From an optimization exercise on the open Yosys and OpenROAD flow, aimed at small area, a short achievable clock period and few clock cycles; shortcuts taken in it are not production practice. Function was checked by simulation only, so behaviour that the tests miss may differ from the original. Power and IR drop assume default switching activity.

Design eth_txdma, start of the top module:
module eth_txdma #(
    parameter int DEPTH = 7                       
) (
    input  logic                  clk,
    input  logic                  reset,
    input  logic                  tx_en,
    input  txdma_pkg::bd_index_t  max_tx_bd,
    input  logic                  bd_wait,
    input  txdma_pkg::desc_t      bd_desc,
    input  txdma_pkg::addr_t      bd_ptr,
    input  txdma_pkg::tx_status_t tx_stat,
    input  logic                  tx_stat_valid,
    output logic                  bd_read,
    output logic                  bd_write,
    output txdma_pkg::bd_index_t  bd_index,
    output txdma_pkg::desc_t      bd_writedata,
    output logic                  tx_stat_ack,
    output logic                  per_packet_pad,
    output logic                  per_packet_crc,
    output logic                  txb_irq,
    output logic                  txe_irq,
    input  logic                  av_waitrequest,
    input  txdma_pkg::data_t      av_readdata,
    input  logic                  av_readdatavalid,
    output logic                  av_read,
    output txdma_pkg::addr_t      av_address,
    input  logic                  tx_ack,
    output txdma_pkg::byte_t      tx_data,
    output logic                  tx_dv,
    output logic                  tx_sop,
    output logic                  tx_eop
);
Size in the first run: ~370 flip-flops, roughly 210 I/O pins, ~0.015 mm^2 of cells after synthesis.
clock: 5.0 ns
lec_check: 0
abc_clock_period_in_ps: 2200
cap_margin: 20
core_margin: 2
core_utilization: 45
cts_cluster_diameter: 100
cts_cluster_size: 24
setup_slack_margin: 2.8
slew_margin: 20
standard.sh (not shown) runs the stock make flow with config.mk's settings and CLKGATE_MAP_FILE= SYNTH_SCRIPT=/design/flow/synth_recipe.tcl, a recipe that flattens the netlist after the stock synthesis.
==> flow/flow/run.sh <==
#!/bin/bash
# Standard layout, with plain buffers (not delay cells) on the ports.
set -euo pipefail
export BUFFER_PORTS_ARGS="-buffer_cell sky130_fd_sc_hd__buf_2"
bash standard.sh finish > standard.log 2>&1
Testbench counts at the start, summed over its fixed seeds: cycles 204,684.
Rerun with:
CTS_BUF_LIST = sky130_fd_sc_hd__clkbuf_8   (was not set)
CTS_CLUSTER_DIAMETER = not set   (was 100)
CTS_CLUSTER_SIZE = not set   (was 24)
Hold slack is about the same. Flip-flop and latch count does not change. Critical path depth does not change. Final area grows by 4.9%. Routed wire length increases by 3.8%. Maximum frequency goes down by 3.9%. Final cell count came out higher by 6.9%. Total power increases by 10%.


Another version of the RTL of eth_txdma (not shown whole).
Size: ~960 cells after synthesis, roughly 14000 µm² of cells after synthesis.
Design eth_txdma, start of the top module:
module eth_txdma (
    input  logic                  clk,
    input  logic                  reset,
    input  logic                  tx_en,
    input  txdma_pkg::bd_index_t  max_tx_bd,
    input  logic                  bd_wait,
    input  txdma_pkg::desc_t      bd_desc,
    input  txdma_pkg::addr_t      bd_ptr,
    input  txdma_pkg::tx_status_t tx_stat,
    input  logic                  tx_stat_valid,
    output logic                  bd_read,
    output logic                  bd_write,
    output txdma_pkg::bd_index_t  bd_index,
    output txdma_pkg::desc_t      bd_writedata,
    output logic                  tx_stat_ack,
    output logic                  per_packet_pad,
    output logic                  per_packet_crc,
    output logic                  txb_irq,
    output logic                  txe_irq,
    input  logic                  av_waitrequest,
    input  txdma_pkg::data_t      av_readdata,
    input  logic                  av_readdatavalid,
    output logic                  av_read,
    output txdma_pkg::addr_t      av_address,
    input  logic                  tx_ack,
    output txdma_pkg::byte_t      tx_data,
    output logic                  tx_dv,
    output logic                  tx_sop,
    output logic                  tx_eop
);
clock: 5.0 ns
lec_check: 0
abc_clock_period_in_ps: 2200
cap_margin: 20
core_margin: 2
core_utilization: 65
cts_cluster_diameter: 100
cts_cluster_size: 26
place_density: 0.72
setup_slack_margin: 2.8
slew_margin: 20
==> flow/flow/run.sh <==
#!/bin/bash
# Standard layout, with plain buffers (not delay cells) on the ports: a
# size-4 buffer on each output (the flow's own buffer_ports call) and a
# size-2 buffer on each input (added before placement repair).
set -euo pipefail
export BUFFER_PORTS_ARGS="-outputs -buffer_cell sky130_fd_sc_hd__buf_4"
export PRE_RESIZE_TCL="$PWD/flow/buffer_inputs.tcl"
bash standard.sh finish > standard.log 2>&1
==> flow/flow/buffer_inputs.tcl <==
# Buffer the input ports; the flow's own buffer_ports call buffered the outputs.
buffer_ports -inputs -buffer_cell sky130_fd_sc_hd__buf_2
The first run finished clean.
Testbench counts at the start, summed over its fixed seeds: cycles 204,684.
Next try:
==> flow/flow/run.sh (replaced) <==
#!/bin/bash
# Standard layout, with plain buffers (not delay cells) on the ports: a
# size-2 buffer on each input and a size-6 buffer on each output.
set -euo pipefail
export BUFFER_PORTS_ARGS="-inputs -buffer_cell sky130_fd_sc_hd__buf_2"
export PRE_GLOBAL_PLACE_TCL="$PWD/flow/buffer_outputs.tcl"
bash standard.sh finish > standard.log 2>&1
==> flow/flow/buffer_outputs.tcl (new file) <==
# Buffer the output ports; the flow's own buffer_ports call then buffers the inputs.
buffer_ports -outputs -buffer_cell sky130_fd_sc_hd__buf_6
removed: flow/flow/buffer_inputs.tcl
Effect: Clock skew barely changes; cell area came out lower by 5.4%; synthesized cell count is unchanged; first-iteration DRC count came out lower by 19%; power came out lower by 5.6%; core utilization came out lower by 4.1 points; register-to-register slack improves by 0.05 ns; wire length came out lower by 5.4%.


build 94:
Another version of the RTL of eth_txdma (not shown whole).
Size in the first run: roughly 360 flip-flops, ~210 I/O pins, about 14000 µm² of cells after synthesis.
==> flow/design.v (excerpt) <==
module eth_txdma #(
    parameter int DEPTH = 7                       
) (
    input  logic                  clk,
    input  logic                  reset,
    input  logic                  tx_en,
    input  txdma_pkg::bd_index_t  max_tx_bd,
    input  logic                  bd_wait,
    input  txdma_pkg::desc_t      bd_desc,
    input  txdma_pkg::addr_t      bd_ptr,
    input  txdma_pkg::tx_status_t tx_stat,
    input  logic                  tx_stat_valid,
    output logic                  bd_read,
    output logic                  bd_write,
    output txdma_pkg::bd_index_t  bd_index,
    output txdma_pkg::desc_t      bd_writedata,
    output logic                  tx_stat_ack,
    output logic                  per_packet_pad,
    output logic                  per_packet_crc,
    output logic                  txb_irq,
    output logic                  txe_irq,
    input  logic                  av_waitrequest,
    input  txdma_pkg::data_t      av_readdata,
    input  logic                  av_readdatavalid,
    output logic                  av_read,
    output txdma_pkg::addr_t      av_address,
    input  logic                  tx_ack,
    output txdma_pkg::byte_t      tx_data,
    output logic                  tx_dv,
    output logic                  tx_sop,
    output logic                  tx_eop
);
Settings: LEC_CHECK=0, ABC_CLOCK_PERIOD_IN_PS=2200, CAP_MARGIN=20, CORE_MARGIN=2, CORE_UTILIZATION=65, CTS_CLUSTER_DIAMETER=100, CTS_CLUSTER_SIZE=26, GPL_TIMING_DRIVEN=0, PLACE_DENSITY=0.72, SETUP_SLACK_MARGIN=2.8, SLEW_MARGIN=20; clock period 5.0 ns.
==> flow/flow/run.sh <==
#!/bin/bash
# Standard layout, with plain buffers (not delay cells) on the ports.
set -euo pipefail
export BUFFER_PORTS_ARGS="-buffer_cell sky130_fd_sc_hd__buf_2"
bash standard.sh finish > standard.log 2>&1
Testbench counts of build 94, summed over its fixed seeds: cycles 204,684.
Relative to build 94, the following input files were edited for build 42:
# build 94
export LEC_CHECK = 0
export ABC_CLOCK_PERIOD_IN_PS = 2200
export CAP_MARGIN = 20
export CORE_MARGIN = 2
export CORE_UTILIZATION = 65
export CTS_CLUSTER_DIAMETER = 100
export CTS_CLUSTER_SIZE = 26
export GPL_TIMING_DRIVEN = 0
export PLACE_DENSITY = 0.72
export SETUP_SLACK_MARGIN = 2.8
export SLEW_MARGIN = 20
create_clock -name core_clock -period 5.0 [get_ports {clk}]
# build 42
export LEC_CHECK = 0
export ABC_CLOCK_PERIOD_IN_PS = 2200
export CAP_MARGIN = 20
export CORE_MARGIN = 2
export CORE_UTILIZATION = 65
export CTS_CLUSTER_DIAMETER = 100
export CTS_CLUSTER_SIZE = 22
export PLACE_DENSITY = 0.72
export SETUP_SLACK_MARGIN = 2.8
export SLEW_MARGIN = 20
create_clock -name core_clock -period 5.0 [get_ports {clk}]
--- outcome ---
- Build 42 closes out successfully: all stages finished, all timing, DRC and antenna checks passed.
- The last element of the critical path comes out bd_writedata[1] in one run and av_address[23] in the other, namely in build 94 and build 42 respectively.
- Compared with build 94, build 42 supports a higher clock frequency.
- Looking at utilization, build 42 sits below build 94.
- Comparing build 94 and build 42, register share of total power is lower on build 94.
- Cmp build 94 and build 42 / antenna diode count / higher: build 94
[inputs] build 87 vs build 42
# build 42
export LEC_CHECK = 0
export ABC_CLOCK_PERIOD_IN_PS = 2200
export CAP_MARGIN = 20
export CORE_MARGIN = 2
export CORE_UTILIZATION = 65
export CTS_CLUSTER_DIAMETER = 100
export CTS_CLUSTER_SIZE = 22
export PLACE_DENSITY = 0.72
export SETUP_SLACK_MARGIN = 2.8
export SLEW_MARGIN = 20
create_clock -name core_clock -period 5.0 [get_ports {clk}]
# build 87
export LEC_CHECK = 0
export ABC_CLOCK_PERIOD_IN_PS = 2200
export CAP_MARGIN = 20
export CORE_MARGIN = 2
export CORE_UTILIZATION = 65
export CTS_CLUSTER_DIAMETER = 100
export CTS_CLUSTER_SIZE = 26
export GPL_ROUTABILITY_DRIVEN = 0
export PLACE_DENSITY = 0.72
export SETUP_SLACK_MARGIN = 2.8
export SLEW_MARGIN = 20
create_clock -name core_clock -period 5.0 [get_ports {clk}]
Notes after the runs:
Build 87 did not stop at any stage, and its layout met the timing, DRC and antenna checks. Build 87 and build 42 ended up with roughly the same power share of the combinational group. Between build 87 and build 42, the global-route wire length before repair does not differ in any meaningful way. Going from build 42 to build 87, total power lower; routed length on met1 lower; final critical-path setup slack lower; clock power lower.
Setup changes, build 87 to build 11
# build 87
export LEC_CHECK = 0
export ABC_CLOCK_PERIOD_IN_PS = 2200
export CAP_MARGIN = 20
export CORE_MARGIN = 2
export CORE_UTILIZATION = 65
export CTS_CLUSTER_DIAMETER = 100
export CTS_CLUSTER_SIZE = 26
export GPL_ROUTABILITY_DRIVEN = 0
export PLACE_DENSITY = 0.72
export SETUP_SLACK_MARGIN = 2.8
export SLEW_MARGIN = 20
create_clock -name core_clock -period 5.0 [get_ports {clk}]
# build 11
export LEC_CHECK = 0
export ABC_CLOCK_PERIOD_IN_PS = 2200
export CAP_MARGIN = 20
export CORE_MARGIN = 2
export CORE_UTILIZATION = 72
export CTS_CLUSTER_DIAMETER = 100
export CTS_CLUSTER_SIZE = 26
export PLACE_DENSITY = 0.8
export SETUP_SLACK_MARGIN = 2.8
export SLEW_MARGIN = 20
create_clock -name core_clock -period 5.0 [get_ports {clk}]
Build 11 was carried through to the last stage, and its layout satisfied the timing, DRC and antenna checks.
On number of vias after detailed routing, build 87 beats build 11.
Between build 87 and build 11, the difference in sequential fraction of design power is negligible.
In terms of overall power of the completed layout, build 11 and build 87 differ only marginally.
Looking at post-route minimum period, build 11 sits 0.0047 ns above build 87.

==> afterwards: timing with drivers on the ports <==
In the flow no input, the clock included, has a driving cell. The finished layouts below were timed again as built, in two steps.
Step 1: set_driving_cell puts a clkbuf_16 on clk and a buf_2 on each other input, an assumption about the parent block.
Step 2 adds t to the input delays and takes it off the output delays; t is the mean of the earliest and latest rising clock arrival at the registers after step 1. Input paths then give back, and output paths get back, about the clock's delay inside the block.
a / b / c = ideal ports / drivers / drivers and shift; a / b = the first two.
| run | t (ns) | setup WS [ns] | hold WS [ns] | latest minus earliest clock arrival (ns) | cell pins on the clock port's net |
|---|---|---|---|---|---|
| the first run of note 1 | 0.565 | 2.841 / 2.791 / 2.321 | 0.446 / 0.446 / 0.446 | 0.016 / 0.015 | 1 |
| the second run of note 1 | 0.656 | 2.753 / 2.708 / 2.281 | 0.443 / 0.443 / 0.443 | 0.022 / 0.022 | 1 |
| the first run of note 2 | 0.558 | 2.818 / 2.771 / 2.410 | 0.477 / 0.477 / 0.477 | 0.017 / 0.017 | 1 |
| the second run of note 2 | 0.559 | 2.867 / 2.853 / 2.318 | 0.448 / 0.448 / 0.448 | 0.012 / 0.012 | 1 |
| build 94 | 0.542 | 2.780 / 2.731 / 2.337 | 0.448 / 0.448 / 0.448 | 0.021 / 0.021 | 1 |
| build 42 | 0.567 | 2.832 / 2.784 / 2.335 | 0.454 / 0.454 / 0.454 | 0.027 / 0.027 | 1 |
| build 87 | 0.556 | 2.825 / 2.776 / 2.322 | 0.453 / 0.453 / 0.453 | 0.018 / 0.019 | 1 |
| build 11 | 0.552 | 2.821 / 2.774 / 2.397 | 0.459 / 0.459 / 0.459 | 0.018 / 0.019 | 1 |
After both steps every run listed still meets setup and hold. The setup slack of the second run of note 2, which loses most, moves by -0.014 ns with the drivers and by -0.549 ns with both steps.
